This design comes from an exercise in tuning for small area, a short achievable clock period and few clock cycles on the open sky130 flow, not from production work.
The RTL was checked by simulation tests, not by an equivalence proof against the original design.
Power is estimated from default activity; no workload was simulated.

==> design/flow/flow/run.sh <==
#!/bin/bash
# The standard layout, with the port buffers placed as buf_2 cells (the
# default pick is the larger, slower clkdlybuf4s50_1). Each tool's output
# goes to standard.log in the run folder (ORFS keeps per-step logs too).
set -euo pipefail
export BUFFER_PORTS_ARGS="-buffer_cell sky130_fd_sc_hd__buf_2"
bash standard.sh > standard.log 2>&1
==> design/flow/standard.sh <==
#!/bin/bash
# synth_recipe.tcl (not shown) runs the flow's synth.tcl, then flattens the netlist and writes it again
# the make line also repeats each setting of config.mk as NAME=value (left out here)
make -C /OpenROAD-flow-scripts/flow DESIGN_CONFIG=/design/flow/config.mk WORK_HOME=/design/flow/orfs CLKGATE_MAP_FILE= SYNTH_SCRIPT=/design/flow/synth_recipe.tcl "${@:-finish}"
==> design/flow/config.mk <==
export PLATFORM = sky130hd
export DESIGN_NAME = clock_synth_register_planner_top
export DESIGN_NICKNAME = clock_synth_register_planner_top
export VERILOG_FILES = /design/flow/design.v
export SDC_FILE = /design/flow/constraint.sdc
export NUM_CORES = 4
export LEC_CHECK = 0
export CAP_MARGIN = 20
export CORE_MARGIN = 2
export CORE_UTILIZATION = 60
export CTS_CLUSTER_DIAMETER = 90
export CTS_CLUSTER_SIZE = 22
export PLACE_DENSITY = 0.72
export SETUP_SLACK_MARGIN = 4.0
export SLEW_MARGIN = 20
export TNS_END_PERCENT = 30
==> design/flow/constraint.sdc <==
create_clock -name core_clock -period 7.0 [get_ports {clk}]
set_input_delay 1.4000 -clock core_clock [delete_from_list [all_inputs] [get_ports {clk}]]
set_output_delay 1.4000 -clock core_clock [all_outputs]
set_load 0.01 [all_outputs]
==> design/flow/design.v <==
package csrp_pkg;
	localparam int CLK_W  = 2;
	localparam int FREQ_W = 28;
	localparam int XTAL_W = 26;
	localparam logic [FREQ_W-1:0] FREQ_MIN   = FREQ_W'(320000);
	localparam logic [FREQ_W-1:0] FREQ_MAX   = FREQ_W'(225000000);
	localparam logic [XTAL_W-1:0] XTAL_MIN   = XTAL_W'(10000000);
	localparam logic [XTAL_W-1:0] XTAL_MAX   = XTAL_W'(40000000);
	localparam logic [XTAL_W-1:0] XTAL_RESET = XTAL_W'(25000000);
	localparam logic [28:0] HALF_VCO_M1 = 29'd324999999;
	localparam logic [28:0] VCO_OFS_N   = 29'h1941C980;
endpackage
module csrp_add #(
	parameter int W = 8
) (
	input  logic [W-1:0] a,
	input  logic [W-1:0] b,
	input  logic         ci,
	output logic [W-1:0] s,
	output logic         co
);
	localparam int L = (W + 1 <= 2)  ? 1 :
	                   (W + 1 <= 4)  ? 2 :
	                   (W + 1 <= 8)  ? 3 :
	                   (W + 1 <= 16) ? 4 :
	                   (W + 1 <= 32) ? 5 : 6;
	logic [W-1:0] p;
	logic [L:0][W:0] gg;
	logic [L:0][W:0] pp;
	assign p = a ^ b;
	assign gg[0] = {a & b, ci};
	assign pp[0] = {p, 1'b0};
	for (genvar l = 0; l < L; l++) begin : g_lvl
		for (genvar i = 0; i <= W; i++) begin : g_bit
			if (((i >> l) & 1) == 1) begin : g_op
				localparam int J = ((i >> l) << l) - 1;
				assign gg[l+1][i] = gg[l][i] | (pp[l][i] & gg[l][J]);
				assign pp[l+1][i] = pp[l][i] & pp[l][J];
			end else begin : g_pass
				assign gg[l+1][i] = gg[l][i];
				assign pp[l+1][i] = pp[l][i];
			end
		end
	end
	assign s  = p ^ gg[L][W-1:0];
	assign co = gg[L][W];
endmodule
import csrp_pkg::*;
module csrp_divpipe (
	input  logic        clk,
	input  logic        arst_n,
	input  logic        in_valid,
	output logic        in_ready,
	input  logic [1:0]  in_clk,
	input  logic [27:0] in_f,
	input  logic [25:0] xtn,
	output logic        out_valid,
	input  logic        out_ready,
	output logic [25:0] out_r,
	output logic [12:0] out_s,
	output logic [9:0]  out_m,
	output logic [1:0]  out_c
);
	logic        a_busy;
	logic [3:0]  a_cnt;
	logic [3:0]  a_cnt_n;
	logic [28:0] a_f;
	logic [27:0] a_e;
	logic [9:0]  a_q;
	logic [1:0]  a_c;
	logic        a_done;
	logic        a_hand;
	logic [27:0] a_fcl;
	logic        a_nb;
	logic        a_nb_q;
	logic        a_init_q;
	logic [29:0] a_a;
	logic [29:0] a_b;
	logic [29:0] a_s;
	logic        a_ge;
	logic        b1_busy;
	logic [3:0]  b1_cnt;
	logic [25:0] b1_r;
	logic [12:0] b1_s;
	logic [9:0]  b1_m;
	logic [1:0]  b1_c;
	logic        b1_done;
	logic        b1_hand;
	logic [26:0] b1_t;
	logic [27:0] b1_d;
	assign in_ready = !a_busy;
	assign a_done   = a_busy && (a_cnt == 4'd12);
	assign a_hand   = a_done && !b1_busy;
	always_comb begin
		a_fcl = a_f[27:0];
		if (a_f[27:0] < FREQ_MIN) a_fcl = FREQ_MIN;
		if (a_f[27:0] > FREQ_MAX) a_fcl = FREQ_MAX;
	end
	always_comb begin
		if (!a_busy || a_hand) a_cnt_n = 4'd0;
		else if (!a_done)      a_cnt_n = a_cnt + 4'd1;
		else                   a_cnt_n = a_cnt;
	end
	always_comb begin
		case (a_cnt_n)
			4'd2:    a_nb = !HALF_VCO_M1[9];
			4'd3:    a_nb = !HALF_VCO_M1[8];
			4'd4:    a_nb = !HALF_VCO_M1[7];
			4'd5:    a_nb = !HALF_VCO_M1[6];
			4'd6:    a_nb = !HALF_VCO_M1[5];
			4'd7:    a_nb = !HALF_VCO_M1[4];
			4'd8:    a_nb = !HALF_VCO_M1[3];
			4'd9:    a_nb = !HALF_VCO_M1[2];
			4'd10:   a_nb = !HALF_VCO_M1[1];
			4'd11:   a_nb = !HALF_VCO_M1[0];
			default: a_nb = HALF_VCO_M1[10];
		endcase
	end
	always_ff @(posedge clk) begin
		a_nb_q   <= a_nb;
		a_init_q <= (a_cnt_n == 4'd1);
	end
	assign a_a = {1'b0, a_e, a_nb_q};
	assign a_b = ~{1'b0, a_f};
	csrp_add #(.W(30)) u_a_add (.a(a_a), .b(a_b), .ci(1'b1), .s(a_s), .co(a_ge));
	always_ff @(posedge clk or negedge arst_n) begin
		if (!arst_n) begin
			a_busy <= 1'b0;
			a_cnt  <= '0;
		end else begin
			if (!a_busy) a_busy <= in_valid;
			else if (a_hand) a_busy <= 1'b0;
			a_cnt <= a_cnt_n;
		end
	end
	always_ff @(posedge clk) begin
		if (!a_busy) begin
			a_f <= {1'b0, in_f};
			a_c <= (in_clk == 2'd3) ? 2'd2 : in_clk;
		end else if (a_cnt == 4'd0) begin
			a_f <= {1'b0, a_fcl};
		end else if (a_cnt == 4'd11) begin
			a_f <= VCO_OFS_N;
		end
		if (a_cnt == 4'd0) begin
			a_e <= HALF_VCO_M1[28:11];
		end else if (a_init_q) begin
			a_e <= ~a_s[27:0];
		end else if (!a_done) begin
			a_e <= a_ge ? a_s[27:0] : a_a[27:0];
			a_q <= {a_q[8:0], !a_ge};
		end
	end
	assign b1_done = b1_busy && (b1_cnt == 4'd13);
	assign b1_hand = b1_done && out_ready;
	assign b1_t    = {b1_r, b1_s[12]};
	logic        b1_ge;
	logic [26:0] b1_dd;
	csrp_add #(.W(27)) u_b1_sub (.a(b1_t), .b({1'b1, xtn}), .ci(1'b1), .s(b1_dd), .co(b1_ge));
	assign b1_d    = {!b1_ge, b1_dd};
	always_ff @(posedge clk or negedge arst_n) begin
		if (!arst_n) begin
			b1_busy <= 1'b0;
			b1_cnt  <= '0;
		end else begin
			if (a_hand) begin
				b1_busy <= 1'b1;
				b1_cnt  <= '0;
			end else if (b1_hand) begin
				b1_busy <= 1'b0;
			end else if (b1_busy && !b1_done) begin
				b1_cnt <= b1_cnt + 4'd1;
			end
		end
	end
	always_ff @(posedge clk) begin
		if (a_hand) begin
			b1_r <= {3'b0, a_s[29:7]};
			b1_s <= {a_s[6:1], 7'b0};
			b1_m <= a_q - 10'd1;
			b1_c <= a_c;
		end else if (b1_busy && !b1_done) begin
			b1_r <= b1_d[27] ? b1_t[25:0] : b1_d[25:0];
			b1_s <= {b1_s[11:0], !b1_d[27]};
		end
	end
	assign out_valid = b1_done;
	assign out_r     = b1_r;
	assign out_s     = b1_s;
	assign out_m     = b1_m;
	assign out_c     = b1_c;
endmodule
import csrp_pkg::*;
module csrp_serializer (
	input  logic        clk,
	input  logic        arst_n,
	input  logic [25:0] xtn,
	input  logic        in_valid,
	output logic        in_ready,
	input  logic [25:0] in_r,
	input  logic [12:0] in_s,
	input  logic [9:0]  in_m,
	input  logic [1:0]  in_c,
	output logic        wr_valid,
	input  logic        wr_ready,
	output logic [7:0]  wr_reg_address,
	output logic [7:0]  wr_reg_value,
	output logic        wr_final_write
);
	logic        qfull_q;
	logic        pend_q;
	logic [3:0]  b2_cnt;
	logic [25:0] b2_r;
	logic [9:0]  b2_m;
	logic [1:0]  b2_c;
	logic [12:0] qh_q;
	logic [12:0] ql_q;
	logic        nz_q;
	logic [26:0] b2_t;
	logic [27:0] b2_d;
	logic        hand;
	logic        busy_q;
	logic [4:0]  cnt_q;
	logic [9:0]  m_q;
	logic [1:0]  c_q;
	logic        out_v_q;
	logic [6:0]  out_addr_q;
	logic [7:0]  out_val_q;
	logic        out_final_q;
	logic        take;
	logic        last;
	logic        rdy;
	logic        emit;
	logic        start;
	logic [13:0] p1;
	logic [6:0]  nxt_addr;
	logic [7:0]  nxt_val;
	assign in_ready = !qfull_q;
	assign hand     = in_valid && !qfull_q;
	assign b2_t     = {b2_r, 1'b0};
	logic        b2_ge;
	logic [26:0] b2_dd;
	csrp_add #(.W(27)) u_b2_sub (.a(b2_t), .b({1'b1, xtn}), .ci(1'b1), .s(b2_dd), .co(b2_ge));
	assign b2_d     = {!b2_ge, b2_dd};
	always_ff @(posedge clk or negedge arst_n) begin
		if (!arst_n) begin
			qfull_q <= 1'b0;
			pend_q  <= 1'b0;
			b2_cnt  <= '0;
		end else begin
			if (hand) begin
				qfull_q <= 1'b1;
				b2_cnt  <= '0;
			end else begin
				if (emit && cnt_q == 5'd7) qfull_q <= 1'b0;
				if (b2_cnt != 4'd13) b2_cnt <= b2_cnt + 4'd1;
			end
			if (hand) pend_q <= 1'b1;
			else if (start) pend_q <= 1'b0;
		end
	end
	always_ff @(posedge clk) begin
		if (hand) begin
			b2_r <= in_r;
			b2_m <= in_m;
			b2_c <= in_c;
			qh_q <= in_s;
			nz_q <= (in_s[5:0] != 6'd0) || ({in_r, 13'b0} >= {13'b0, ~xtn});
		end else begin
			b2_r <= b2_d[27] ? b2_t[25:0] : b2_d[25:0];
			if (b2_cnt != 4'd13) ql_q[4'd12 - b2_cnt] <= !b2_d[27];
		end
	end
	assign take  = !out_v_q || wr_ready;
	assign last  = cnt_q[4];
	always_comb begin
		case (cnt_q)
			5'd4:    rdy = (b2_cnt >= 4'd1);
			5'd5:    rdy = (b2_cnt >= 4'd4);
			5'd6:    rdy = (b2_cnt >= 4'd12);
			5'd7:    rdy = (b2_cnt == 4'd13);
			default: rdy = 1'b1;
		endcase
	end
	assign emit  = busy_q && take && rdy;
	assign start = pend_q && (!busy_q || (emit && last));
	assign p1 = {qh_q, ql_q[12]} - 14'd512;
	always_comb begin
		nxt_addr = '0;
		nxt_val  = '0;
		if (last) begin
			nxt_addr = 7'd16 + {5'b0, c_q};
			nxt_val  = (c_q == 2'd1) ? 8'h6F : 8'h4F;
		end else if (!cnt_q[3]) begin
			nxt_addr = ((c_q == 2'd1) ? 7'd34 : 7'd26) + {4'b0, cnt_q[2:0]};
			case (cnt_q[2:0])
				3'd0: nxt_val = 8'h00;
				3'd1: nxt_val = {7'b0, !nz_q};
				3'd2: nxt_val = 8'h00;
				3'd3: nxt_val = {2'b0, p1[13:8]};
				3'd4: nxt_val = p1[7:0];
				3'd5: nxt_val = {nz_q, 4'b0, ql_q[11:9]};
				3'd6: nxt_val = ql_q[8:1];
				default: nxt_val = {ql_q[0], 7'b0};
			endcase
		end else begin
			nxt_addr = 7'd42 + {2'b0, c_q, 3'b0} + {4'b0, cnt_q[2:0]};
			case (cnt_q[2:0])
				3'd1: nxt_val = 8'h01;
				3'd2: nxt_val = {4'b0, (m_q == 10'd0) ? 2'b11 : 2'b00, m_q[9:8]};
				3'd3: nxt_val = m_q[7:0];
				default: nxt_val = 8'h00;
			endcase
		end
	end
	always_ff @(posedge clk or negedge arst_n) begin
		if (!arst_n) begin
			busy_q  <= 1'b0;
			cnt_q   <= '0;
			out_v_q <= 1'b0;
		end else begin
			if (take) out_v_q <= busy_q && rdy;
			if (start) begin
				busy_q <= 1'b1;
				cnt_q  <= '0;
			end else if (emit) begin
				cnt_q <= cnt_q + 5'd1;
				if (last) busy_q <= 1'b0;
			end
		end
	end
	always_ff @(posedge clk) begin
		if (emit) begin
			out_addr_q  <= nxt_addr;
			out_val_q   <= nxt_val;
			out_final_q <= last;
		end
		if (start) begin
			m_q <= b2_m;
			c_q <= b2_c;
		end
	end
	assign wr_valid       = out_v_q;
	assign wr_reg_address = {1'b0, out_addr_q};
	assign wr_reg_value   = out_val_q;
	assign wr_final_write = out_final_q;
endmodule
import csrp_pkg::*;
module clock_synth_register_planner_top (
	input  logic                        clk,
	input  logic                        arst_n,
	input  logic                        req_valid,
	output logic                        req_ready,
	input  logic [csrp_pkg::CLK_W-1:0]  req_clock_index,
	input  logic [csrp_pkg::FREQ_W-1:0] req_out_frequency,
	output logic                        wr_valid,
	input  logic                        wr_ready,
	output logic [7:0]                  wr_reg_address,
	output logic [7:0]                  wr_reg_value,
	output logic                        wr_final_write,
	input  logic                        xtal_we,
	input  logic [csrp_pkg::XTAL_W-1:0] xtal_data
);
	logic [XTAL_W-1:0] xtal_q;
	logic [XTAL_W-1:0] xtal_cl;
	logic [XTAL_W-1:0] xtal_n;
	logic              plan_valid;
	logic              plan_ready;
	logic [25:0]       plan_r;
	logic [12:0]       plan_s;
	logic [9:0]        plan_m;
	logic [1:0]        plan_c;
	always_comb begin
		xtal_cl = xtal_q;
		if (xtal_q < XTAL_MIN) xtal_cl = XTAL_MIN;
		if (xtal_q > XTAL_MAX) xtal_cl = XTAL_MAX;
	end
	always_ff @(posedge clk or negedge arst_n) begin
		if (!arst_n) begin
			xtal_q <= XTAL_RESET;
		end else if (xtal_we) begin
			xtal_q <= xtal_data;
		end
	end
	always_ff @(posedge clk) begin
		xtal_n <= ~xtal_cl;
	end
	csrp_divpipe u_divpipe (
		.clk       (clk),
		.arst_n    (arst_n),
		.in_valid  (req_valid),
		.in_ready  (req_ready),
		.in_clk    (req_clock_index),
		.in_f      (req_out_frequency),
		.xtn       (xtal_n),
		.out_valid (plan_valid),
		.out_ready (plan_ready),
		.out_r     (plan_r),
		.out_s     (plan_s),
		.out_m     (plan_m),
		.out_c     (plan_c)
	);
	csrp_serializer u_serializer (
		.clk            (clk),
		.arst_n         (arst_n),
		.in_valid       (plan_valid),
		.in_ready       (plan_ready),
		.xtn            (xtal_n),
		.in_r           (plan_r),
		.in_s           (plan_s),
		.in_m           (plan_m),
		.in_c           (plan_c),
		.wr_valid       (wr_valid),
		.wr_ready       (wr_ready),
		.wr_reg_address (wr_reg_address),
		.wr_reg_value   (wr_reg_value),
		.wr_final_write (wr_final_write)
	);
endmodule
==> results of run 1 <==
[worst register-to-register path, delay by kind of cell (launching register included)]
| family | cells | cell delay, ns |
|---|---|---|
| AO/OA/AOI/OAI | 5 | 0.97 |
| buffers and inverters | 4 | 0.65 |
| AND/OR/NAND/NOR | 4 | 0.43 |
| flip-flops | 1 | 0.41 |
| adder cells (fa/ha/maj) | 1 | 0.26 |
[how the worst min path moves through the flow]
stage,endpoint,depth (start not counted),start,slack [ns]
final,u_serializer.m_q[3]$_DFFE_PP_,0,u_serializer.b2_m[3]$_DFFE_PP_,0.42
after global routing,u_serializer.m_q[5]$_DFFE_PP_,0,u_serializer.b2_m[5]$_DFFE_PP_,0.43
after CTS,u_serializer.m_q[3]$_DFFE_PP_,0,u_serializer.b2_m[3]$_DFFE_PP_,0.42
after detailed placement,u_serializer.b2_m[5]$_DFFE_PP_,0,u_divpipe.b1_m[5]$_DFFE_PP_,0.40
after global placement,u_serializer.m_q[0]$_DFFE_PP_,0,u_serializer.b2_m[0]$_DFFE_PP_,0.40
after floorplan,u_divpipe.b1_c[0]$_DFFE_PP_,0,u_divpipe.a_c[0]$_SDFFCE_PN0N_,0.40
[cells in the final DEF, fill, tap and decap left out, types with 14 or more instances in the layout]
cell / instances
clkbuf_16: 17
o211ai_1: 16
a31oi_1: 25
nand3_1: 50
buf_4: 43
ha_1: 107
nor4_1: 17
a22o_1: 18
mux2i_1: 14
buf_2: 79
nor3_1: 36
a21o_1: 31
nor2_1: 122
mux2_2: 27
nor2b_1: 21
xor2_1: 39
o21a_1: 25
xnor2_1: 37
o21ai_0: 83
dfrtp_1: 35
a21oi_1: 120
inv_1: 86
nand4_1: 20
nand2_1: 118
edfxtp_1: 148
dfxtp_1: 90
[state kept, by name, indices dropped and copies added, names as in the netlist, 4 cells and up]
register	count
u_serializer.b2_r	26
u_serializer.cnt_q	5
u_serializer.out_val_q	8
u_serializer.b2_m	10
u_serializer.qh_q	13
u_divpipe.b1_s	13
u_divpipe.b1_cnt	4
xtal_n	26
u_divpipe.a_q	10
u_serializer.ql_q	13
u_serializer.out_addr_q	7
u_divpipe.a_e	28
u_divpipe.b1_m	10
u_divpipe.a_f	29
u_serializer.m_q	10
u_divpipe.b1_r	26
xtal_q	26
u_serializer.b2_cnt	4
u_divpipe.a_cnt	4
[metrics by stage]
| step | total power [mW] | hold WS (ns) | setup WS (ns) | area (µm²) |
|---|---|---|---|---|
| global placement | 7.99 | 0.400 | 3.25 | 16700 |
| detailed placement | 8.15 | 0.405 | 3.14 | 16700 |
| floorplan | 6.90 | 0.400 | 3.77 | 16100 |
| CTS | 9.36 | 0.419 | 3.75 | 17400 |
| global route | 10.6 | 0.434 | 3.82 | 17900 |
| finish | 9.84 | 0.422 | 3.93 | 17900 |
[repair_timing]
item	CTS	global route
pin swaps	4	20
gates resized for setup	15	57
setup endpoints to repair	171	147
buffers inserted	7	34
gates cloned	6	1
[cell type report]
class | instances | area (µm²)
Multi-Input combinational cell | 1154 | 8210
Timing Repair inverter | 2 | 11.3
Clock buffer | 26 | 459
Inverter | 91 | 354
Fill cell | 2064 | 8330
Timing Repair Buffer | 128 | 821
Sequential cell | 290 | 7550
Clock inverter | 4 | 48.8
Tap cell | 335 | 419
[power by group]
| part | internal [mW] | switching, mW | total, mW |
|---|---|---|---|
| registers | 2.62 | 0.615 | 3.23 |
| clock network | 0.485 | 0.564 | 1.05 |
| logic | 2.40 | 3.16 | 5.56 |
| total | 5.50 | 4.34 | 9.84 |
[cells by family after synthesis]
logic type / after synthesis / synth area share (%)
and+or+nand+nor: 459 / 13.6
other: 1 / 0.0233
AOI/OAI and AO/OA: 446 / 18.4
buffers and inverters: 158 / 3.86
adders and majority gates: 124 / 10.2
xor gates and xnor gates: 79 / 4.30
DFF: 290 / 46.9
muxes: 41 / 2.76
[routing by layer]
| metal | part of all wire, % | vias up | global-route usage [%] |
|---|---|---|---|
| met4 | 3.5 | 0 | 10.3 |
| met2 | 48 | 479 | 45.8 |
| met3 | 5.4 | 96 | 3.06 |
| met1 | 44 | 6097 | 37.1 |
| met5 | 0 | - | 0 |
| li1 | - | 6069 | - |
==> impl_metrics.env, run 1 <==
export IMPL_num_vias=12741
export IMPL_grt_use_total_pct=27.4
export IMPL_leakage_nw=7.31
export IMPL_synth_seq_area_share_pct=46.9
export IMPL_die_h_um=168
export IMPL_fin_cells=2030
export IMPL_cp_startpoint="u_divpipe.a_busy$_DFF_PN0_"
export IMPL_worst_pin_slew_ns=0.944
export IMPL_synth_top_cells_by_count="edfxtp_1, a21oi_1, nor2_1, nand2_1, ha_1"
export IMPL_wl_per_cell_um=19.5
export IMPL_crit_family="buffers and inverters"
export IMPL_arrival_ns=1.67
export IMPL_clk_pin_slew_worst_paths_ns=0.09
export IMPL_postLayoutCoreUtil_pct=68.2
export IMPL_totalWireLength_mm=39.6
export IMPL_tns_ns=0
export IMPL_startpoint_type="register"
export IMPL_yosys_most_used_dff="edfxtp_1"
export IMPL_synth_seq_cells=290
export IMPL_final_antenna_net_count=0
export IMPL_drc=0
export IMPL_start_util_pct=61.4
export IMPL_grt_max_degree=62
export IMPL_setup_violations_final=0
export IMPL_cts_tree="done"
export IMPL_drive_gt1_share_pct=15.4
export IMPL_yosys_warnings=3
export IMPL_rsz0062_at_grt="yes"
export IMPL_post_route_min_period_ns=3.07
export IMPL_cts_hold_buf=0
export IMPL_die_w_um=168
export IMPL_hold_viol=0
export IMPL_portBuffers=78
export IMPL_synth_area_leaders="edfxtp_1, dfxtp_1, ha_1"
export IMPL_crit_type="register to output port"
export IMPL_outcome="no timing/DRC/antenna violations"
export IMPL_crit_fanout=36
export IMPL_clk_latency_ns=0.52
export IMPL_cp_slowest_cell="dfrtp_1"
export IMPL_crit_path_end="req_ready"
export IMPL_rows=59
export IMPL_dieArea_um2=28200
export IMPL_slew_violations=0
export IMPL_worst_path_stages=3
export IMPL_cts_buffer_depth=3
export IMPL_reg2reg_depth=14
export IMPL_vdd_drop_max_mv=0.272
export IMPL_grt_ovfl_total=0
export IMPL_p_per_area_nw_per_um2=550
export IMPL_end_kind="output port"
export IMPL_area_delta_synth_final_pct=11.1
export IMPL_first_global_vias=12037
export IMPL_min_path_type="register to register"
export IMPL_critical_path_max_stage_delay_ns=0.33
export IMPL_r2r_slack_ns=4.03
export IMPL_max_freq_mhz=325
export IMPL_pin_count=80
export IMPL_yosysMostFrequentCell="edfxtp_1"
export IMPL_syn_nets=1783
export IMPL_r2r_end="u_divpipe.b1_r[6]$_DFFE_PP_"
export IMPL_drtIter0Drc=1310
export IMPL_yosysTopAreaCell="edfxtp_1"
export IMPL_worst_path_buf_inv=3
export IMPL_place_gp_congestion=0.919
export IMPL_antenna_found_initial=0
export IMPL_grt_pass1_wl_mm=62.5
export IMPL_rr_startpoint="u_divpipe.b1_s[12]$_DFFE_PP_"
export IMPL_nets=1869
export IMPL_synth_async_sr_flop_share_pct=16.9
export IMPL_first_pass_iters=6
export IMPL_path_cells="buf_4, inv_1, buf_2"
export IMPL_syn_inst=1598
export IMPL_cap_violations=0
export IMPL_synth_distinct_cells=81
export IMPL_cts_sinks=290
export IMPL_maxSlewHeadroom_pct=36.8
export IMPL_timing_final_crit_share_pct=43.9
export IMPL_root_buffer="clkbuf_16"
export IMPL_synth_edf_count=148
export IMPL_synth_top_area_share_pct=27.6
export IMPL_skew_ns=0.0277
export IMPL_netlist_area_um2=16100
export IMPL_dp_hpwl_mm=27.2
export IMPL_required_ns=5.60
export IMPL_numCtsBuffers=17
export IMPL_avgSynthCellArea_um2=10.1
export IMPL_dp_cells=1952
export IMPL_core_area_um2=26200
export IMPL_diodes=0
export IMPL_htree_levels=1
export IMPL_vias_per_cell=6.28
Testbench counts, summed over its fixed seeds: cycles 8,984.
==> inputs of run 2 (changes only) <==
--- a/design/flow/config.mk
+++ b/design/flow/config.mk
@@ -13,4 +13,3 @@
 export PLACE_DENSITY = 0.72
-export SETUP_SLACK_MARGIN = 4.0
+export SETUP_SLACK_MARGIN = 4.2
 export SLEW_MARGIN = 20
-export TNS_END_PERCENT = 30
==> run 2 against run 1 <==
Global-route usage grew 0.73 points. First-iteration DRC count is 13% lower. Clock-buffer cell count is 2 higher. Final cell count increased by 3.1%. Via count grew 4.6%. Die area unchanged. Combinational power is 23% higher. Largest cell class unchanged.
==> impl_metrics.env, run 2 <==
export IMPL_p_switching_mw=4.87
export IMPL_pwr_share_seq_pct=29.2
export IMPL_fillCellCount=1800
export IMPL_r2r_end="u_divpipe.b1_r[1]$_DFFE_PP_"
export IMPL_synth_async_sr_flop_share_pct=16.9
export IMPL_rr_startpoint="u_divpipe.b1_r[0]$_DFFE_PP_"
export IMPL_antenna_found_initial=1
export IMPL_required_ns=7.26
export IMPL_start_util_pct=61.4
export IMPL_arrival_ns=3.25
export IMPL_cap_violations=0
export IMPL_synth_area_leaders="edfxtp_1, dfxtp_1, ha_1"
export IMPL_min_to="u_serializer.b2_m[8]$_DFFE_PP_"
export IMPL_synth_top_cells_by_count="edfxtp_1, a21oi_1, nor2_1, nand2_1, ha_1"
export IMPL_numCtsBuffers=17
export IMPL_worst_pin_slew_ns=0.882
export IMPL_crit_fanout=6
export IMPL_critical_path_max_stage_delay_ns=0.44
export IMPL_final_common_cell="edfxtp_1"
export IMPL_yosys_warnings=3
export IMPL_portBuffers=78
export IMPL_dieArea_um2=28200
export IMPL_drive_gt1_share_pct=23.8
export IMPL_reg2reg_depth=13
export IMPL_diodes=0
export IMPL_largest_register="u_divpipe.a_f"
export IMPL_area_delta_synth_final_pct=19.3
export IMPL_skew_ns=0.0297
export IMPL_avgSynthCellArea_um2=10.1
export IMPL_yosysTopAreaCell="edfxtp_1"
export IMPL_yosysMostFrequentCell="edfxtp_1"
export IMPL_grt_ovfl_total=0
export IMPL_clk_latency_ns=0.52
export IMPL_grt_max_degree=59
export IMPL_combPwrFrac_pct=61.4
export IMPL_totalWireLength_mm=42.9
export IMPL_timing_final_crit_share_pct=42.7
export IMPL_cts_hold_buf=0
export IMPL_core_area_um2=26200
export IMPL_path_cells="ha_1, nor2b_4, o31a_1, o211ai_1, nand3_1, nand3_2, o21a_4, o211ai_1, buf_4, buf_12, buf_4, nor3_4, a311oi_1"
export IMPL_setup_violations_final=0
export IMPL_grt_use_total_pct=28.1
export IMPL_cp_slowest_cell="edfxtp_1"
export IMPL_crit_type="register to register"
export IMPL_nets=1932
export IMPL_slew_violations=0
export IMPL_vdd_drop_max_mv=0.274
export IMPL_min_path_type="register to register"
export IMPL_synth_edf_count=148
export IMPL_yosys_most_used_dff="edfxtp_1"
export IMPL_dp_hpwl_mm=27.1
export IMPL_startpoint_type="register"
export IMPL_clk_pin_slew_worst_paths_ns=0.10
export IMPL_holdWs_ns=0.418
export IMPL_syn_inst=1598
export IMPL_maxSlewHeadroom_pct=40.8
export IMPL_cts_tree="done"
export IMPL_rows=59
export IMPL_synth_seq_area_share_pct=46.9
export IMPL_grt_pass1_wl_mm=63.6
export IMPL_wl_per_cell_um=20.5
export IMPL_first_pass_iters=5
export IMPL_final_antenna_net_count=0
export IMPL_rsz0062_at_grt="yes"
export IMPL_syn_nets=1783
export IMPL_leakage_nw=7.78
export IMPL_num_vias=13324
export IMPL_pin_count=80
export IMPL_die_w_um=168
export IMPL_p_per_area_nw_per_um2=578
export IMPL_cts_sinks=290
export IMPL_max_freq_mhz=334
export IMPL_vias_per_cell=6.37
export IMPL_drc=0
export IMPL_tns_ns=0
export IMPL_place_gp_congestion=0.922
export IMPL_r2r_slack_ns=4.01
export IMPL_clockPowerShare_pct=9.4
export IMPL_whs_path_depth=0
export IMPL_reg_top3="u_divpipe.a_f x29, u_divpipe.a_e x28"
export IMPL_mostFrequentLayoutCells="edfxtp_1, nor2_1, nand2_1"
export IMPL_p_total_mw=11.1
export IMPL_die_h_um=168
export IMPL_synth_distinct_cells=81
export IMPL_outcome="no timing/DRC/antenna violations"
export IMPL_largest_reg_flops=29
export IMPL_hp_start="u_divpipe.b1_m[8]$_DFFE_PP_"
export IMPL_hold_viol=0
export IMPL_cts_buffer_depth=3
export IMPL_synth_seq_cells=290
export IMPL_p_sw_share_pct=43.9
export IMPL_netlist_area_um2=16100
export IMPL_htree_levels=1
export IMPL_postLayoutCoreUtil_pct=73.3
export IMPL_intPower_mw=6.22
export IMPL_drtIter0Drc=1134
export IMPL_first_global_vias=12378
export IMPL_end_kind="register"
export IMPL_root_buffer="clkbuf_16"
export IMPL_post_route_min_period_ns=2.99
export IMPL_synth_top_area_share_pct=27.6
run 2: worst max path at each step:
stage,start,to,slack [ns],depth (start not counted)
after floorplan,u_divpipe.a_f[15]$_DFFE_PP_,u_divpipe.a_f[0]$_SDFFCE_PP0P_,3.77,8
after global placement,u_divpipe.a_f[13]$_DFFE_PP_,u_divpipe.a_e[8]$_SDFFE_PP1P_,3.40,12
after detailed placement,u_divpipe.a_f[13]$_DFFE_PP_,u_divpipe.a_e[8]$_SDFFE_PP1P_,3.29,12
after CTS,u_divpipe.a_f[2]$_SDFFCE_PP0P_,u_divpipe.a_e[8]$_SDFFE_PP1P_,4.04,12
after global routing,u_divpipe.a_f[6]$_DFFE_PP_,u_divpipe.a_e[16]$_SDFFE_PP0P_,3.92,14
final,u_divpipe.b1_r[0]$_DFFE_PP_,u_divpipe.b1_r[1]$_DFFE_PP_,4.01,13
run 2: layer usage:
layer | wire (µm) | part of all wire [%] | up-vias | track usage, %
li1 | - | - | 6208 | -
met1 | 17700 | 41 | 6421 | 36.5
met2 | 20600 | 48 | 555 | 48.3
met3 | 2780 | 6.5 | 138 | 3.53
met4 | 1840 | 4.3 | 2 | 11.0
met5 | 13 | 0.030 | - | 0
run 2: power groups by stage:
| stage | registers [mW] | clock network [mW] | logic [mW] |
|---|---|---|---|
| global placement | 3.24 | 0 | 4.73 |
| detailed placement | 3.25 | 0 | 4.88 |
| global route | 3.30 | 1.11 | 7.38 |
| floorplan | 3.00 | 0 | 3.90 |
| finish | 3.24 | 1.04 | 6.82 |
| CTS | 3.19 | 1.05 | 5.54 |
run 2: logic make-up after synthesis:
kind of cell / synth area share [%]
AO/OA/AOI/OAI: 18.4
XOR/XNOR: 4.30
adder cells (fa/ha/maj): 10.2
buffers and inverters: 3.86
flip-flops: 46.9
multiplexers: 2.76
other: 0.0233
AND/OR/NAND/NOR: 13.6
run 2: final cells by class:
class	instances	area [µm²]	area share, %
clock buffer	28	477	2.48
clock inverter	1	16.3	0.0847
inverter	91	363	1.89
multi-input combinational	1155	8870	46.2
sequential	290	7560	39.4
tap	335	419	2.18
timing repair buffer	190	1480	7.69
timing repair inverter	2	18.8	0.0977
run 2: repair_timing:
item / 4_1_cts / 5_1_grt
pin swaps: 22 / 80
resized for setup: 62 / 172
cloned: 7 / 6
setup buffers: 43 / 53
endpoints found under the setup margin: 154 / 184
run 2: worst max-delay path: cells and delay by family (launching register included):
family,cells,cell delay (ns)
and+or+nand+nor,4,0.57
DFF,1,0.44
buffers and inverters,3,0.49
adders and majority gates,1,0.33
AOI/OAI and AO/OA,5,0.90
run 2: metrics by stage:
stage	setup slack [ns]	cells	cell area, µm²
after floorplan	3.77	1598	16100
after global placement	3.40	1954	16700
after detailed placement	3.29	1954	16700
after CTS	4.04	2033	17900
after global routing	3.92	2092	19200
final	4.01	2092	19200
==> inputs of run 3 (changes only) <==
--- a/design/flow/config.mk
+++ b/design/flow/config.mk
@@ -13,3 +13,3 @@
 export PLACE_DENSITY = 0.72
-export SETUP_SLACK_MARGIN = 4.2
+export SETUP_SLACK_MARGIN = 3.8
 export SLEW_MARGIN = 20
==> run 3 against run 2 <==
Via count fell by 6.8%. Register-to-register slack lost 0.06 ns. Non-clock buffer count is 95 lower. Clock-buffer cell count did not move. First-iteration DRC count grew 1.4%. Worst hold slack better by 0.0051 ns. Global-route usage down 1.2 points. Sequential share of layout area up 4.0 points. Largest power group unchanged. Highest routed layer is now met4.
==> impl_metrics.env, run 3 <==
export IMPL_cts_tree="done"
export IMPL_portBuffers=78
export IMPL_wl_per_cell_um=19.0
export IMPL_maxSlewHeadroom_pct=29.7
export IMPL_finalInstanceArea_um2=17400
export IMPL_post_route_min_period_ns=3.09
export IMPL_final_common_cell="edfxtp_1"
export IMPL_die_h_um=168
export IMPL_cts_sinks=290
export IMPL_syn_inst=1598
export IMPL_timing_final_crit_share_pct=44.1
export IMPL_vdd_drop_max_mv=0.290
export IMPL_leakage_nw=7.10
export IMPL_grt_use_total_pct=26.9
export IMPL_diodes=0
export IMPL_fin_ws_ns=3.91
export IMPL_syn_nets=1783
export IMPL_end_kind="output port"
export IMPL_dp_hpwl_mm=27.3
export IMPL_netlist_area_um2=16100
export IMPL_final_antenna_net_count=0
export IMPL_drtIter0Drc=1150
export IMPL_synth_area_leaders="edfxtp_1, dfxtp_1, ha_1"
export IMPL_min_path_type="register to register"
export IMPL_synth_distinct_cells=81
export IMPL_arrival_ns=1.69
export IMPL_synth_top_area_share_pct=27.6
export IMPL_totalWireLength_mm=38.0
export IMPL_slew_violations=0
export IMPL_nets=1833
export IMPL_place_gp_congestion=0.904
export IMPL_rsz0062_at_grt="no"
export IMPL_grt_pass1_wl_mm=61.5
export IMPL_cts_buffer_depth=3
export IMPL_tns_ns=0
export IMPL_first_global_vias=12099
export IMPL_clk_latency_ns=0.51
export IMPL_outcome="no timing/DRC/antenna violations"
export IMPL_synth_async_sr_flop_share_pct=16.9
export IMPL_setup_violations_final=0
export IMPL_yosys_warnings=3
export IMPL_vias_per_cell=6.23
export IMPL_synth_edf_count=148
export IMPL_max_freq_mhz=324
export IMPL_start_util_pct=61.4
export IMPL_hold_viol=0
export IMPL_skew_ns=0.0230
export IMPL_holdWs_ns=0.424
export IMPL_required_ns=5.60
export IMPL_drive_gt1_share_pct=11.5
export IMPL_area_delta_synth_final_pct=8.05
export IMPL_root_buffer="clkbuf_16"
export IMPL_yosys_most_used_dff="edfxtp_1"
export IMPL_worst_pin_slew_ns=1.05
export IMPL_yosysTopAreaCell="edfxtp_1"
export IMPL_startpoint_type="register"
export IMPL_crit_type="register to output port"
export IMPL_numCtsBuffers=17
export IMPL_dieArea_um2=28200
export IMPL_clk_pin_slew_worst_paths_ns=0.08
export IMPL_core_area_um2=26200
export IMPL_synth_top_cells_by_count="edfxtp_1, a21oi_1, nor2_1, nand2_1, ha_1"
export IMPL_p_per_area_nw_per_um2=537
export IMPL_antenna_found_initial=0
export IMPL_crit_fanout=36
export IMPL_grt_max_degree=62
export IMPL_largest_reg_flops=29
export IMPL_placed_cell_area_um2=16700
export IMPL_first_pass_iters=6
export IMPL_place_ws_ns=3.29
export IMPL_rows=59
export IMPL_reg_top3="u_divpipe.a_f x29, u_divpipe.a_e x28"
export IMPL_num_vias=12421
export IMPL_synth_seq_area_share_pct=46.9
export IMPL_die_w_um=168
export IMPL_grt_ovfl_total=0
export IMPL_synth_seq_cells=290
export IMPL_avgSynthCellArea_um2=10.1
export IMPL_fillCellCount=2080
export IMPL_pin_count=80
export IMPL_largest_register="u_divpipe.a_f"
export IMPL_yosysMostFrequentCell="edfxtp_1"
export IMPL_mostFrequentLayoutCells="edfxtp_1, a21oi_1, nor2_1"
export IMPL_htree_levels=1
export IMPL_drc=0
export IMPL_cap_violations=0
run 3: worst paths after layout:
check,startpoint,slack (ns),to,cells after the start
max,u_divpipe.a_busy$_DFF_PN0_,3.91,req_ready,3
min,u_serializer.b2_m[4]$_DFFE_PP_,0.42,u_serializer.m_q[4]$_DFFE_PP_,0
max reg2reg,u_divpipe.b1_r[0]$_DFFE_PP_,3.95,u_divpipe.b1_r[0]$_DFFE_PP_,11
min reg2reg,u_serializer.b2_m[4]$_DFFE_PP_,0.42,u_serializer.m_q[4]$_DFFE_PP_,0
max in group asynchronous,arst_n,5.47,u_serializer.b2_cnt[0]$_DFFE_PN0P_,2
min in group asynchronous,arst_n,1.01,xtal_q[5]$_DFFE_PN0P_,2
run 3: kinds of logic (layout without fill, tap and decap cells):
logic type / Yosys count / count (layout) / synth area share, %
AOI/OAI and AO/OA: 446 / 448 / 18.4
xor gates and xnor gates: 79 / 79 / 4.30
adders and majority gates: 124 / 124 / 10.2
buffers and inverters: 158 / 217 / 3.86
DFF: 290 / 290 / 46.9
muxes: 41 / 41 / 2.76
other: 1 / 1 / 0.0233
and+or+nand+nor: 459 / 459 / 13.6
run 3: through the flow:
stage | cells | utilization [%] | power [mW]
3_5_place_dp | 1953 | 63.8 | 8.13
5_1_grt | 1994 | 66.4 | 10.1
4_1_cts | 1992 | 66.1 | 9.27
3_3_place_gp | 1953 | 63.8 | 7.98
2_1_floorplan | 1598 | - | 6.89
6_report | 1994 | 66.4 | 9.34
run 3: area by class of cell:
class / instances / area (µm²) / share of cell area [%]
clock buffers: 28 / 488 / 2.81
repair inverters: 1 / 7.51 / 0.0432
clock inverters: 2 / 25.0 / 0.144
well taps: 335 / 419 / 2.41
inverters: 91 / 350 / 2.01
multi-input cells: 1152 / 8020 / 46.1
repair buffers: 95 / 534 / 3.07
flip-flops and latches: 290 / 7550 / 43.4
run 3: routing by layer:
metal  wire [µm]  global-route usage, %  up-vias
met4        1030                   7.18        0
met2       18200                   46.6      398
li1            -                      -     6004
met3        2200                   2.99       75
met1       16500                   36.3     5944
met5           0                      0        -
run 3: critical path: stages (launching register included):
cell and delay (ns):
dfrtp_1 0.33, buf_4 0.34, inv_1 0.29, buf_2 0.22
run 3: report_power, final:
part | switching, mW | internal, mW
logic | 2.96 | 2.10
registers | 0.610 | 2.62
clock network | 0.561 | 0.491
total | 4.13 | 5.21
run 3: repair_timing:
item                                    4_1_cts  5_1_grt
gates resized for setup                       8       12
buffers inserted                              6        2
gates cloned                                  3        0
hold buffers                                  0        0
pin swaps                                     2        3
hold endpoints to repair                      0        0
endpoints found under the setup margin      116      108
==> inputs of run 4 (changes only) <==
--- a/design/flow/config.mk
+++ b/design/flow/config.mk
@@ -13,3 +13,3 @@
 export PLACE_DENSITY = 0.72
-export SETUP_SLACK_MARGIN = 3.8
+export SETUP_SLACK_MARGIN = 3.9
 export SLEW_MARGIN = 20
==> run 4 against run 3 <==
Still clean. Final cell count up 0.25%. Routed wire length up 0.61%. Area after synthesis unchanged. Utilization up 0.42 points. Sequential power about the same.
==> impl_metrics.env, run 4 <==
export IMPL_reg2reg_depth=10
export IMPL_synth_top_area_share_pct=27.6
export IMPL_arrival_ns=3.37
export IMPL_clk_latency_ns=0.51
export IMPL_start_util_pct=61.4
export IMPL_min_path_type="register to register"
export IMPL_pin_count=80
export IMPL_die_w_um=168
export IMPL_pwr_share_seq_pct=34.2
export IMPL_first_global_vias=12093
export IMPL_syn_nets=1783
export IMPL_required_ns=7.37
export IMPL_critical_path_max_stage_delay_ns=0.63
export IMPL_synth_seq_cells=290
export IMPL_avgSynthCellArea_um2=10.1
export IMPL_rows=59
export IMPL_cts_buffer_depth=3
export IMPL_vias_per_cell=6.23
export IMPL_rsz0062_at_grt="yes"
export IMPL_combPwrFrac_pct=54.6
export IMPL_first_pass_iters=7
export IMPL_cts_sinks=290
export IMPL_p_total_mw=9.43
export IMPL_portBuffers=78
export IMPL_netlist_area_um2=16100
export IMPL_cts_tree="done"
export IMPL_synth_distinct_cells=81
export IMPL_p_sw_share_pct=44.2
export IMPL_grt_ovfl_total=0
export IMPL_yosys_warnings=3
export IMPL_postLayoutCoreUtil_pct=66.8
export IMPL_nets=1838
export IMPL_leakage_nw=7.11
export IMPL_setup_violations_final=0
export IMPL_synth_top_cells_by_count="edfxtp_1, a21oi_1, nor2_1, nand2_1, ha_1"
export IMPL_yosys_most_used_dff="edfxtp_1"
export IMPL_root_buffer="clkbuf_16"
export IMPL_slew_violations=0
export IMPL_max_freq_mhz=334
export IMPL_yosysTopAreaCell="edfxtp_1"
export IMPL_post_route_min_period_ns=3.00
export IMPL_skew_ns=0.0264
export IMPL_cts_hold_buf=0
export IMPL_whs_path_depth=0
export IMPL_clockPowerShare_pct=11.2
export IMPL_drc=0
export IMPL_intPower_mw=5.26
export IMPL_crit_type="register to register"
export IMPL_cap_violations=0
export IMPL_maxSlewHeadroom_pct=31.1
export IMPL_drtIter0Drc=1161
export IMPL_area_delta_synth_final_pct=8.72
export IMPL_p_switching_mw=4.17
export IMPL_largest_reg_flops=29
export IMPL_totalWireLength_mm=38.2
export IMPL_yosysMostFrequentCell="edfxtp_1"
export IMPL_synth_async_sr_flop_share_pct=16.9
export IMPL_grt_max_degree=62
export IMPL_dp_hpwl_mm=27.3
export IMPL_vdd_drop_max_mv=0.291
export IMPL_reg_top3="u_divpipe.a_f x29, u_divpipe.a_e x28"
export IMPL_outcome="no timing/DRC/antenna violations"
export IMPL_antenna_found_initial=0
export IMPL_die_h_um=168
export IMPL_clk_pin_slew_worst_paths_ns=0.09
export IMPL_timing_final_crit_share_pct=42.8
export IMPL_final_common_cell="edfxtp_1"
export IMPL_core_area_um2=26200
export IMPL_cp_slowest_cell="o21ai_2"
export IMPL_htree_levels=1
export IMPL_grt_pass1_wl_mm=61.5
export IMPL_mostFrequentLayoutCells="edfxtp_1, a21oi_1, nor2_1"
export IMPL_wl_per_cell_um=19.1
export IMPL_synth_seq_area_share_pct=46.9
export IMPL_diodes=0
export IMPL_final_antenna_net_count=0
export IMPL_crit_fanout=12
export IMPL_numCtsBuffers=17
export IMPL_hold_viol=0
export IMPL_startpoint_type="register"
export IMPL_grt_use_total_pct=27.0
export IMPL_synth_area_leaders="edfxtp_1, dfxtp_1, ha_1"
export IMPL_synth_edf_count=148
export IMPL_path_cells="inv_1, ha_2, nand4_1, a2111oi_4, o2111ai_2, o221ai_4, a21oi_4, o21ai_2, mux2i_1, o221ai_1"
export IMPL_place_gp_congestion=0.904
export IMPL_holdWs_ns=0.425
export IMPL_end_kind="register"
export IMPL_drive_gt1_share_pct=12.3
export IMPL_syn_inst=1598
export IMPL_num_vias=12460
export IMPL_tns_ns=0
export IMPL_p_per_area_nw_per_um2=539
export IMPL_worst_pin_slew_ns=1.03
export IMPL_largest_register="u_divpipe.a_f"
export IMPL_dieArea_um2=28200
-- run 4: cell counts after synthesis --
Identical to the previous run, type by type.
-- run 4: area by class of cell --
cell class / instances / area, µm²
Clock buffer: 28 / 488
Clock inverter: 2 / 25.0
Fill cell: 2067 / 8710
Inverter: 91 / 355
Multi-Input combinational cell: 1152 / 8070
Sequential cell: 290 / 7550
Tap cell: 335 / 419
Timing Repair Buffer: 100 / 583
Timing Repair inverter: 1 / 7.51
-- run 4: logic make-up after synthesis --
family / after synthesis / share of synthesized area [%]
AOI/OAI and AO/OA: 446 / 18.4
xor gates and xnor gates: 79 / 4.30
adders and majority gates: 124 / 10.2
buffers and inverters: 158 / 3.86
DFF: 290 / 46.9
muxes: 41 / 2.76
other: 1 / 0.0233
and+or+nand+nor: 459 / 13.6
-- run 4: power groups by stage --
stage	Sequential [mW]	Combinational (mW)	Clock (mW)
floorplan	3.00	3.89	0
global placement	3.23	4.75	0
detailed placement	3.25	4.88	0
CTS	3.21	4.99	1.08
global route	3.30	5.74	1.13
finish	3.23	5.15	1.05
-- run 4: metal layers --
metal | global-route usage (%) | share of wire [%] | up-vias
li1 | - | - | 6001
met1 | 36.4 | 44 | 5985
met2 | 46.6 | 48 | 401
met3 | 2.99 | 5.3 | 73
met4 | 7.18 | 2.7 | 0
met5 | 0 | 0 | -
-- run 4: stage by stage --
| step | std cells | cell area, µm² | setup WS [ns] |
|---|---|---|---|
| global placement | 1953 | 16700 | 3.38 |
| global route | 1999 | 17500 | 3.83 |
| CTS | 1994 | 17400 | 3.92 |
| finish | 1999 | 17500 | 4.00 |
| detailed placement | 1953 | 16700 | 3.29 |
| floorplan | 1598 | 16100 | 3.77 |
-- run 4: path summary, 6_finish.rpt --
check / from / endpoint / slack, ns
worst min register to register: u_serializer.b2_m[4]$_DFFE_PP_ / u_serializer.m_q[4]$_DFFE_PP_ / 0.42
max in group asynchronous: arst_n / u_serializer.b2_cnt[0]$_DFFE_PN0P_ / 5.46
worst min-delay path: u_serializer.b2_m[4]$_DFFE_PP_ / u_serializer.m_q[4]$_DFFE_PP_ / 0.42
worst max register to register: u_divpipe.a_f[13]$_DFFE_PP_ / u_divpipe.a_e[9]$_SDFFE_PP1P_ / 4.00
min in group asynchronous: arst_n / xtal_q[5]$_DFFE_PN0P_ / 1.01
worst max-delay path: u_divpipe.a_f[13]$_DFFE_PP_ / u_divpipe.a_e[9]$_SDFFE_PP1P_ / 4.00
-- run 4: timing repair --
| action | CTS | global route |
|---|---|---|
| pin swaps | 2 | 6 |
| resized for setup | 12 | 27 |
| buffers inserted | 8 | 5 |
| setup endpoints to repair | 131 | 124 |
| gates cloned | 3 | 0 |
-- run 4: worst max-delay path, delay by kind of cell (launching register included) --
family                     cells  cell delay, ns
buffers and inverters          1            0.07
and+or+nand+nor                1            0.17
AOI/OAI and AO/OA              6            1.61
DFF                            1            0.36
adders and majority gates      1            0.38
muxes                          1            0.28
==> inputs of run 5 (changes only) <==
--- a/design/flow/config.mk
+++ b/design/flow/config.mk
@@ -13,3 +13,3 @@
 export PLACE_DENSITY = 0.72
-export SETUP_SLACK_MARGIN = 3.9
+export SETUP_SLACK_MARGIN = 3.95
 export SLEW_MARGIN = 20
==> run 5 against run 4 <==
Sequential power barely moved. Clock skew decreased by 0.0014 ns. Sequential share of layout area shrank 0.37 points. Worst hold slack got worse by 0.0012 ns. Critical endpoint is now u_serializer.ql_q[6]$_DFFE_PP_. Highest routed layer unchanged.
==> impl_metrics.env, run 5 <==
export IMPL_outcome="no timing/DRC/antenna violations"
export IMPL_numCtsBuffers=17
export IMPL_rsz0062_at_grt="yes"
export IMPL_synth_distinct_cells=81
export IMPL_synth_area_leaders="edfxtp_1, dfxtp_1, ha_1"
export IMPL_syn_nets=1783
export IMPL_synth_top_area_share_pct=27.6
export IMPL_dp_hpwl_mm=27.3
export IMPL_clockPowerShare_pct=11.0
export IMPL_setup_violations_final=0
export IMPL_timing_final_crit_share_pct=42.5
export IMPL_worst_path_buf_inv=1
export IMPL_first_pass_iters=6
export IMPL_cts_buffer_depth=3
export IMPL_leakage_nw=7.19
export IMPL_mostFrequentLayoutCells="edfxtp_1, a21oi_1, nor2_1"
export IMPL_grt_ovfl_total=0
export IMPL_wl_per_cell_um=19.4
export IMPL_max_freq_mhz=336
export IMPL_whs_path_depth=0
export IMPL_synth_top_cells_by_count="edfxtp_1, a21oi_1, nor2_1, nand2_1, ha_1"
export IMPL_largest_register="u_divpipe.a_f"
export IMPL_synth_async_sr_flop_share_pct=16.9
export IMPL_yosys_warnings=3
export IMPL_clk_pin_slew_worst_paths_ns=0.10
export IMPL_drtIter0Drc=1171
export IMPL_fillCellCount=2048
export IMPL_core_area_um2=26200
export IMPL_p_switching_mw=4.25
export IMPL_holdWs_ns=0.424
export IMPL_synth_seq_cells=290
export IMPL_slew_violations=0
export IMPL_cts_sinks=290
export IMPL_cap_violations=0
export IMPL_drive_gt1_share_pct=13.7
export IMPL_crit_family="compound AO/OA/AOI/OAI gates"
export IMPL_die_w_um=168
export IMPL_end_kind="register"
export IMPL_path_cells="ha_1, a21o_1, a21oi_1, a2111o_1, a21oi_1, o21ai_1, a21o_1, a21oi_2, buf_8, and3_1, a22o_1"
export IMPL_startpoint_type="register"
export IMPL_min_path_type="register to register"
export IMPL_place_gp_congestion=0.904
export IMPL_pwr_share_seq_pct=33.6
export IMPL_first_global_vias=12107
export IMPL_crit_fanout=28
export IMPL_grt_pass1_wl_mm=62.0
export IMPL_worst_path_stages=11
export IMPL_yosysTopAreaCell="edfxtp_1"
export IMPL_reg2reg_depth=11
export IMPL_clk_latency_ns=0.51
export IMPL_htree_levels=1
export IMPL_combPwrFrac_pct=55.4
export IMPL_syn_inst=1598
export IMPL_die_h_um=168
export IMPL_cts_tree="done"
export IMPL_fin_ws_ns=4.02
export IMPL_yosys_most_used_dff="edfxtp_1"
export IMPL_critical_path_max_stage_delay_ns=0.38
export IMPL_crit_type="register to register"
export IMPL_pin_count=80
export IMPL_final_antenna_net_count=0
export IMPL_final_common_cell="edfxtp_1"
export IMPL_largest_reg_flops=29
export IMPL_skew_ns=0.0250
export IMPL_grt_use_total_pct=27.2
export IMPL_rows=59
export IMPL_vdd_drop_max_mv=0.292
export IMPL_place_ws_ns=3.29
export IMPL_root_buffer="clkbuf_16"
export IMPL_required_ns=7.27
export IMPL_antenna_found_initial=0
export IMPL_yosysMostFrequentCell="edfxtp_1"
export IMPL_diodes=0
export IMPL_dieArea_um2=28200
export IMPL_cp_slowest_cell="dfxtp_2"
export IMPL_grt_max_degree=62
export IMPL_num_vias=12551
export IMPL_vias_per_cell=6.25
export IMPL_synth_edf_count=148
export IMPL_totalWireLength_mm=38.9
export IMPL_start_util_pct=61.4
export IMPL_reg_top3="u_divpipe.a_f x29, u_divpipe.a_e x28"
export IMPL_area_delta_synth_final_pct=9.71
export IMPL_hold_viol=0
export IMPL_synth_seq_area_share_pct=46.9
export IMPL_netlist_area_um2=16100
export IMPL_drc=0
export IMPL_portBuffers=78
export IMPL_maxSlewHeadroom_pct=44.4
export IMPL_p_sw_share_pct=44.3
export IMPL_arrival_ns=3.24
export IMPL_nets=1848
export IMPL_tns_ns=0
export IMPL_worst_pin_slew_ns=0.831
export IMPL_intPower_mw=5.35
export IMPL_p_per_area_nw_per_um2=544
export IMPL_avgSynthCellArea_um2=10.1
export IMPL_post_route_min_period_ns=2.98
## run 5: final cells by class
| class | count | area, µm² | area share (%) |
|---|---|---|---|
| inverter | 91 | 358 | 2.03 |
| sequential | 290 | 7550 | 42.8 |
| clock buffer | 28 | 488 | 2.76 |
| timing repair buffer | 108 | 653 | 3.70 |
| multi-input combinational | 1154 | 8160 | 46.2 |
| tap | 335 | 419 | 2.37 |
| timing repair inverter | 1 | 7.51 | 0.0425 |
| clock inverter | 2 | 25.0 | 0.142 |
## run 5: worst paths after layout
path                                                 from                                  to  slack, ns
setup reg to reg                        xtal_n[3]$_DFF_P_      u_serializer.ql_q[6]$_DFFE_PP_       4.02
setup / recovery                        xtal_n[3]$_DFF_P_      u_serializer.ql_q[6]$_DFFE_PP_       4.02
hold / removal             u_serializer.b2_m[4]$_DFFE_PP_       u_serializer.m_q[4]$_DFFE_PP_       0.42
min in group asynchronous                          arst_n               xtal_q[5]$_DFFE_PN0P_       1.02
max in group asynchronous                          arst_n  u_serializer.b2_cnt[0]$_DFFE_PN0P_       5.46
hold reg to reg            u_serializer.b2_m[4]$_DFFE_PP_       u_serializer.m_q[4]$_DFFE_PP_       0.42
## run 5: per-stage QoR
| stage | power, mW | utilization [%] | instances | cell area (µm²) |
|---|---|---|---|---|
| global route | 10.3 | 67.4 | 2009 | 17700 |
| detailed placement | 8.13 | 63.8 | 1953 | 16700 |
| global placement | 7.98 | 63.8 | 1953 | 16700 |
| CTS | 9.31 | 66.3 | 1995 | 17400 |
| floorplan | 6.89 | - | 1598 | 16100 |
| finish | 9.60 | 67.4 | 2009 | 17700 |
## run 5: metal layers
metal,GRT usage (%),vias up,part of all wire [%]
li1,-,6033,-
met1,36.8,5999,43
met2,47.3,454,48
met3,2.91,65,6.3
met4,6.73,0,2.4
met5,0,-,0
## run 5: power groups by stage
| stage | clock network [mW] | registers [mW] | logic (mW) |
|---|---|---|---|
| 2_1_floorplan | 0 | 3.00 | 3.89 |
| 3_3_place_gp | 0 | 3.23 | 4.75 |
| 3_5_place_dp | 0 | 3.25 | 4.88 |
| 4_1_cts | 1.08 | 3.21 | 5.02 |
| 5_1_grt | 1.13 | 3.30 | 5.90 |
| 6_report | 1.05 | 3.23 | 5.32 |
## run 5: kinds of logic after synthesis
logic type | Yosys count | synth area share, %
and+or+nand+nor | 459 | 13.6
AOI/OAI and AO/OA | 446 | 18.4
DFF | 290 | 46.9
buffers and inverters | 158 | 3.86
adders and majority gates | 124 | 10.2
xor gates and xnor gates | 79 | 4.30
muxes | 41 | 2.76
other | 1 | 0.0233
## run 5: timing repair
action | CTS | global route
buffers inserted | 8 | 13
hold buffers | 0 | 0
endpoints found under the hold margin | 0 | 0
pin swaps | 5 | 11
cloned | 4 | 1
endpoints found under the setup margin | 132 | 130
gates resized for setup | 16 | 42
==> inputs of run 6 (changes only) <==
--- a/design/flow/config.mk
+++ b/design/flow/config.mk
@@ -9,7 +9,7 @@
 export CORE_MARGIN = 2
-export CORE_UTILIZATION = 60
+export CORE_UTILIZATION = 66
 export CTS_CLUSTER_DIAMETER = 90
 export CTS_CLUSTER_SIZE = 22
-export PLACE_DENSITY = 0.72
-export SETUP_SLACK_MARGIN = 3.95
+export PLACE_DENSITY = 0.78
+export SETUP_SLACK_MARGIN = 4.0
 export SLEW_MARGIN = 20
==> run 6 against run 5 <==
Power is 1.8% higher. Sequential power hardly changed. Utilization is 6.2 points higher. Final cell count about the same. Via count increased by 1.9%. Sequential share of layout area fell by 0.20 points. Fmax decreased by 1.1%. Clock power about the same. Highest routed layer unchanged.
==> impl_metrics.env, run 6 <==
export IMPL_worst_pin_slew_ns=0.961
export IMPL_crit_type="register to register"
export IMPL_portBuffers=78
export IMPL_rows=57
export IMPL_grt_pass1_wl_mm=61.0
export IMPL_skew_ns=0.0246
export IMPL_synth_edf_count=148
export IMPL_dieArea_um2=25700
export IMPL_whs_path_depth=0
export IMPL_dp_hpwl_mm=26.9
export IMPL_startpoint_type="register"
export IMPL_required_ns=7.25
export IMPL_crit_path_end="u_divpipe.b1_r[1]$_DFFE_PP_"
export IMPL_first_pass_iters=6
export IMPL_mostFrequentLayoutCells="edfxtp_1, a21oi_1, nor2_1"
export IMPL_clk_latency_ns=0.51
export IMPL_post_route_min_period_ns=3.01
export IMPL_grt_use_total_pct=29.2
export IMPL_core_area_um2=24100
export IMPL_combPwrFrac_pct=56.5
export IMPL_synth_async_sr_flop_share_pct=16.9
export IMPL_avgSynthCellArea_um2=10.1
export IMPL_rsz0062_at_grt="yes"
export IMPL_end_kind="register"
export IMPL_p_per_area_nw_per_um2=551
export IMPL_synth_top_area_share_pct=27.6
export IMPL_yosys_warnings=3
export IMPL_syn_inst=1598
export IMPL_rr_startpoint="u_divpipe.b1_r[0]$_DFFE_PP_"
export IMPL_place_ws_ns=3.31
export IMPL_timing_final_crit_share_pct=43.0
export IMPL_grt_max_degree=62
export IMPL_setup_violations_final=0
export IMPL_synth_distinct_cells=81
export IMPL_cts_buffer_depth=3
export IMPL_first_global_vias=12124
export IMPL_cts_tree="done"
export IMPL_tns_ns=0
export IMPL_p_switching_mw=4.36
export IMPL_vias_per_cell=6.37
export IMPL_place_gp_congestion=0.925
export IMPL_drc=0
export IMPL_maxSlewHeadroom_pct=35.7
export IMPL_p_sw_share_pct=44.6
export IMPL_clockPowerShare_pct=10.5
export IMPL_fin_ws_ns=3.99
export IMPL_r2r_slack_ns=3.99
export IMPL_start_util_pct=66.8
export IMPL_largest_reg_flops=29
export IMPL_outcome="no timing/DRC/antenna violations"
export IMPL_area_delta_synth_final_pct=10.2
export IMPL_yosysTopAreaCell="edfxtp_1"
export IMPL_htree_levels=1
export IMPL_arrival_ns=3.26
export IMPL_slew_violations=0
export IMPL_synth_area_leaders="edfxtp_1, dfxtp_1, ha_1"
export IMPL_pwr_share_seq_pct=33.0
export IMPL_cp_startpoint="u_divpipe.b1_r[0]$_DFFE_PP_"
export IMPL_root_buffer="clkbuf_16"
export IMPL_largest_register="u_divpipe.a_f"
export IMPL_cts_sinks=290
export IMPL_antenna_found_initial=0
export IMPL_regArea_um2=7550
export IMPL_drtIter0Drc=1290
export IMPL_crit_fanout=12
export IMPL_pin_count=80
export IMPL_synth_seq_area_share_pct=46.9
export IMPL_netlist_area_um2=16100
export IMPL_final_common_cell="edfxtp_1"
export IMPL_die_w_um=160
export IMPL_yosys_most_used_dff="edfxtp_1"
export IMPL_hold_viol=0
export IMPL_synth_seq_cells=290
export IMPL_nets=1858
export IMPL_final_antenna_net_count=0
export IMPL_totalWireLength_mm=39.0
export IMPL_r2r_end="u_divpipe.b1_r[1]$_DFFE_PP_"
export IMPL_die_h_um=160
export IMPL_holdWs_ns=0.420
export IMPL_intPower_mw=5.42
export IMPL_min_path_type="register to register"
export IMPL_wl_per_cell_um=19.4
export IMPL_reg_top3="u_divpipe.a_f x29, u_divpipe.a_e x28"
export IMPL_yosysMostFrequentCell="edfxtp_1"
export IMPL_numCtsBuffers=17
export IMPL_fillCellCount=1795
export IMPL_syn_nets=1783
export IMPL_max_freq_mhz=332
export IMPL_multiInputGateArea_um2=8200
export IMPL_num_vias=12787
export IMPL_cap_violations=0
export IMPL_cts_hold_buf=0
export IMPL_diodes=0
export IMPL_clk_pin_slew_worst_paths_ns=0.10
export IMPL_leakage_nw=7.25
export IMPL_vdd_drop_max_mv=0.299
export IMPL_reg2reg_depth=12
export IMPL_synth_top_cells_by_count="edfxtp_1, a21oi_1, nor2_1, nand2_1, ha_1"
export IMPL_grt_ovfl_total=0
export IMPL_drive_gt1_share_pct=14.4
-- run 6: cell counts after synthesis --
Identical to the previous run, type by type.
-- run 6: through the flow --
step / util (%) / cells / area, µm² / power, mW
after global routing: 73.6 / 2007 / 17700 / 10.5
after global placement: 69.3 / 1942 / 16700 / 7.92
final: 73.6 / 2007 / 17700 / 9.78
after detailed placement: 69.3 / 1942 / 16700 / 8.13
after floorplan: - / 1598 / 16100 / 6.90
after CTS: 72.1 / 1985 / 17400 / 9.31
-- run 6: routing by layer --
layer  vias up  GRT usage (%)  part of all wire, %
met5         -              0                    0
met4         0           10.6                  3.2
met3        95           3.40                  6.7
met2       526           49.7                   49
met1      6113           39.0                   41
li1       6053              -                    -
-- run 6: cell type report --
cell class              count  share of cell area, %
clock inverters             1                  0.113
flip-flops and latches    290                   42.6
repair inverters            2                 0.0776
clock buffers              28                   2.63
multi-input cells        1153                   46.2
inverters                  91                   2.00
well taps                 324                   2.28
repair buffers            118                   4.11
-- run 6: power groups by stage --
| stage | clock, mW | combinational, mW | sequential (mW) |
|---|---|---|---|
| after CTS | 1.04 | 5.07 | 3.21 |
| final | 1.03 | 5.52 | 3.23 |
| after detailed placement | 0 | 4.89 | 3.25 |
| after global placement | 0 | 4.70 | 3.22 |
| after floorplan | 0 | 3.89 | 3.00 |
| after global routing | 1.10 | 6.07 | 3.29 |
-- run 6: critical path, cell delays in order (launching register included) --
cell and delay, ns:
edfxtp_1 0.44, ha_1 0.30, nor2b_1 0.14, o31a_1 0.28
o211ai_1 0.36, nand3_2 0.20, nand3_4 0.11, o21a_1 0.20
o211ai_1 0.10, buf_4 0.17, buf_6 0.15, nor3_1 0.23
a311oi_2 0.07
-- run 6: worst min-delay path by stage --
stage / end / start / slack, ns
global placement: u_serializer.b2_m[9]$_DFFE_PP_ / u_divpipe.b1_m[9]$_DFFE_PP_ / 0.40
floorplan: u_divpipe.b1_c[0]$_DFFE_PP_ / u_divpipe.a_c[0]$_SDFFCE_PN0N_ / 0.40
CTS: u_serializer.b2_m[6]$_DFFE_PP_ / u_divpipe.b1_m[6]$_DFFE_PP_ / 0.42
detailed placement: u_serializer.m_q[0]$_DFFE_PP_ / u_serializer.b2_m[0]$_DFFE_PP_ / 0.40
finish: u_serializer.b2_m[8]$_DFFE_PP_ / u_divpipe.b1_m[8]$_DFFE_PP_ / 0.42
global route: u_serializer.b2_m[5]$_DFFE_PP_ / u_divpipe.b1_m[5]$_DFFE_PP_ / 0.43
-- run 6: kinds of logic after synthesis --
group                      count (synthesis)  synth area share (%)
buffers and inverters                    158                  3.86
DFF                                      290                  46.9
adders and majority gates                124                  10.2
other                                      1                0.0233
AOI/OAI and AO/OA                        446                  18.4
muxes                                     41                  2.76
xor gates and xnor gates                  79                  4.30
and+or+nand+nor                          459                  13.6
-- run 6: repair_timing --
item / in CTS / in global routing
pin swaps: 5 / 9
buffers inserted: 11 / 19
gates cloned: 3 / 3
gates resized for setup: 17 / 54
setup endpoints to repair: 148 / 141

==> afterwards: timing with drivers on the ports <==
The flow's constraints put no driver on any port. The routed layouts listed below were extracted and timed again, unchanged, in two steps.
Step 1 sets driving cells, clkbuf_16 on the clock port and buf_2 on the other inputs (assumed; they add their load-dependent delay and slew).
Step 2 adds t to the input delays and takes it off the output delays; t is the mean of the earliest and latest rising clock arrival at the registers after step 1. Input paths then give back, and output paths get back, about the clock's delay inside the block.
a / b / c = ideal ports / drivers / drivers and shift; a / b = the first two.
run | t (ns) | setup slack, ns | latest minus earliest clock arrival (ns) | pins driven straight from the clock port
run 1 | 0.555 | 3.927 / 3.877 / 4.025 | 0.029 / 0.029 | 1
run 2 | 0.552 | 4.010 / 4.010 / 4.010 | 0.030 / 0.030 | 1
run 3 | 0.550 | 3.913 / 3.864 / 3.950 | 0.031 / 0.031 | 1
run 4 | 0.551 | 4.002 / 4.002 / 4.002 | 0.030 / 0.030 | 1
run 5 | 0.550 | 4.024 / 4.009 / 4.024 | 0.028 / 0.028 | 1
run 6 | 0.551 | 3.991 / 3.991 / 3.991 | 0.032 / 0.032 | 1
After both steps every run listed still meets setup and hold.
